From an optimization exercise on the open Yosys and OpenROAD flow, aimed at small area, a short achievable clock period and few clock cycles; shortcuts taken in it are not production practice. Only simulation tests tie the RTL to the original design; equivalence was not proved. Power figures rest on the tool's default switching activity, not on a simulated workload.

Setup of harbor:
// fpga_sys_top
module fpga_sys_top #(
	parameter int MEM_AW = 5,
	parameter int RD_LAT = 1  
) (
	input logic i_clk,
	input logic i_rst_n,
	input logic i_uart_wstart_rq,
	input logic i_uart_rstart_rq,
	input logic [fpga_sys_pkg::ADDR_W-1:0] i_uart_win_addr,
	input logic [fpga_sys_pkg::ADDR_W-1:0] i_uart_rin_addr,
	input logic [fpga_sys_pkg::LINE_W-1:0] i_uart_in_wdata,
	input logic [fpga_sys_pkg::MASK_W-1:0] i_uart_in_mask,
	output logic o_uart_finish_wresp,
	output logic o_uart_finish_mrd,
	output logic o_uart_rdat_m_valid,
	output logic [fpga_sys_pkg::LINE_W-1:0] o_uart_rdat_m_data,
	input logic i_dc_wstart_rq,
	input logic i_dc_rstart_rq,
	input logic [fpga_sys_pkg::ADDR_W-1:0] i_dc_win_addr,
	input logic [fpga_sys_pkg::ADDR_W-1:0] i_dc_rin_addr,
	input logic [fpga_sys_pkg::LINE_W-1:0] i_dc_in_wdata,
	input logic [fpga_sys_pkg::MASK_W-1:0] i_dc_in_mask,
	output logic o_dc_finish_wresp,
	output logic o_dc_finish_mrd,
	output logic o_dc_rdat_m_valid,
	output logic [fpga_sys_pkg::LINE_W-1:0] o_dc_rdat_m_data,
	output logic o_dc_rqfull,
	input logic i_dma_io_we,
	input logic [fpga_sys_pkg::IO_AW-1:0] i_dma_io_wadr,
	input logic [fpga_sys_pkg::IO_DW-1:0] i_dma_io_wdata,
	input logic [fpga_sys_pkg::IO_AW-1:0] i_dma_io_radr,
	input logic [fpga_sys_pkg::IO_DW-1:0] i_dma_io_rdata_in,
	output logic [fpga_sys_pkg::IO_DW-1:0] o_dma_io_rdata,
	output logic [fpga_sys_pkg::LED_W-1:0] o_rgb_led,
	output logic [fpga_sys_pkg::LED_W-1:0] o_rgb_led1,
	output logic [fpga_sys_pkg::LED_W-1:0] o_rgb_led2,
	output logic [fpga_sys_pkg::LED_W-1:0] o_rgb_led3
);
logic we;
logic [(1<<MEM_AW)-1:0] wsel;
logic [fpga_sys_pkg::LINE_W-1:0] wdata;
logic [fpga_sys_pkg::MASK_W-1:0] wmask;
logic [(1<<MEM_AW)-1:0] rsel;
logic [fpga_sys_pkg::LINE_W-1:0] rd_data;
bus_arbiter #(.LW(MEM_AW)) u_arb (
	.i_clk(i_clk),
	.i_rst_n(i_rst_n),
	.i_uart_wstart_rq(i_uart_wstart_rq),
  ...
Size in the first run: roughly 10000 cells after synthesis, about 4300 flip-flops, roughly 820 I/O pins.
clock: 10.0 ns
lec_check: 0
cap_margin: 20
core_margin: 2
core_utilization: 40
cts_cluster_diameter: 100
cts_cluster_size: 30
place_density: 0.5
slew_margin: 20
synth_memory_max_bits: 16384
standard.sh (not shown) runs the stock make flow with config.mk's settings and CLKGATE_MAP_FILE= SYNTH_SCRIPT=/design/flow/synth_recipe.tcl, a recipe that flattens the netlist after the stock synthesis.
==> flow/flow/run.sh <==
#!/bin/bash
set -euo pipefail
export BUFFER_PORTS_ARGS="-buffer_cell sky130_fd_sc_hd__buf_2"
bash standard.sh SETUP_SLACK_MARGIN=6.3 "BUFFER_PORTS_ARGS=$BUFFER_PORTS_ARGS" finish > standard_flow.log 2>&1
harbor | status: complete | timing, DRC, antenna: pass
Testbench counts of harbor, summed over its fixed seeds: cycles 2,592.
Inputs modified between harbor and umber:
--- a/flow/config.mk
+++ b/flow/config.mk
@@ -9,6 +9,4 @@
 export CORE_MARGIN = 2
 export CORE_UTILIZATION = 40
-export CTS_CLUSTER_DIAMETER = 100
-export CTS_CLUSTER_SIZE = 30
 export PLACE_DENSITY = 0.5
 export SLEW_MARGIN = 20
Routed wire length went up slightly going from harbor to umber.
Total power in umber is 7.4 mW above harbor.
Taking harbor as the reference, in umber count of fill cells added during filler insertion down 712; number of antenna repair diodes decreased by 2 relative to the old numbers; fmax moved down; layout clock buffer count went up by 110%.
Re final global-route overflow total: no difference whatsoever between umber and harbor.

* * *

fpga_sys_top, a different RTL version from the one above (not shown whole).
Size: ~9,600 cells after synthesis, about 4,300 flip-flops, ~160,000 um^2 of cells after synthesis.
export LEC_CHECK = 0
export CAP_MARGIN = 20
export CORE_MARGIN = 2
export CORE_UTILIZATION = 40
export CTS_CLUSTER_DIAMETER = 80
export CTS_CLUSTER_SIZE = 24
export PLACE_DENSITY = 0.5
export SLEW_MARGIN = 20
export SYNTH_MEMORY_MAX_BITS = 16384
create_clock -name core_clock -period 10.0 [get_ports {i_clk}]
==> flow/flow/run.sh <==
#!/bin/bash
set -euo pipefail
export BUFFER_PORTS_ARGS="-buffer_cell sky130_fd_sc_hd__buf_2"
bash standard.sh SETUP_SLACK_MARGIN=6.5 "BUFFER_PORTS_ARGS=$BUFFER_PORTS_ARGS" finish > standard_flow.log 2>&1
Testbench counts at the start, summed over its fixed seeds: cycles 2,592.
Change:
==> flow/flow/run.sh (replaced) <==
#!/bin/bash
set -euo pipefail
export BUFFER_PORTS_ARGS="-buffer_cell sky130_fd_sc_hd__buf_2"
bash standard.sh SETUP_SLACK_MARGIN=6.4 "BUFFER_PORTS_ARGS=$BUFFER_PORTS_ARGS" finish > standard_flow.log 2>&1
The new run completed without violations.
Via count hardly moves.
Die area does not change.
Combinational power barely changes.
Wire length barely changes.
Setup slack degrades by 11 ps.
Sequential share of layout area grows by 0.31 points.
Final area shrinks slightly.
Total power shrinks slightly.
Core utilization shrinks by 0.29 points.
First-iteration DRC count grows by a few percent.
Change:
==> flow/flow/run.sh (replaced) <==
#!/bin/bash
set -euo pipefail
export BUFFER_PORTS_ARGS="-buffer_cell sky130_fd_sc_hd__buf_2"
bash standard.sh SETUP_SLACK_MARGIN=6.5 "BUFFER_PORTS_ARGS=$BUFFER_PORTS_ARGS" finish > standard_flow.log 2>&1
- CAP_MARGIN: 20 -> 50
Effect: The changed run passed the timing, DRC and antenna checks; power grows by a few percent; clock power is about the same; critical path depth grows by 1.
Change:
- CAP_MARGIN: 50 -> 20
- CTS_CLUSTER_DIAMETER: 80 -> not set
- CTS_CLUSTER_SIZE: 24 -> not set
The changed run ran to the end with no violations; sequential share of layout area is lower by 2.1 points; wire length is higher by 0.31%; core utilization is higher by 1.5 points; die area does not change; power is higher by 14%; synthesized cell count stays the same.

==> what the ideal ports hide <==
The flow's constraints put no driver on any port. The routed layouts listed below were extracted and timed again, unchanged, in two steps.
Step 1: set_driving_cell puts a clkbuf_16 on i_clk and a buf_2 on each other input, an assumption about the parent block.
Step 2 moves the port delays by t, midway between the first and last clock arrival at a register: inputs arrive t later, outputs are due t later. That takes back most of the time a late clock gives input paths.
Three values: ideal ports, drivers, drivers and shift; two values: the first two.
run	t (ns)	slack for setup (ns)	worst setup path after step 2	worst register clock-pin slew, ns
harbor	1.047	6.157 / 6.183 / 5.136	input to register	0.12 / 0.12
umber	1.093	6.115 / 6.148 / 5.055	input to register	0.07 / 0.07
the first run of note 2	1.081	6.249 / 6.331 / 5.250	input to register	0.10 / 0.10
the second run of note 2	1.070	6.238 / 6.293 / 5.223	input to register	0.10 / 0.10
the third run of note 2	1.080	6.308 / 6.336 / 5.257	input to register	0.10 / 0.10
the fourth run of note 2	1.089	6.369 / 6.353 / 5.313	input to register	0.08 / 0.08
After both steps every run listed still meets setup and hold. The setup slack of umber, which loses most, moves by +0.033 ns with the drivers and by -1.060 ns with both steps.
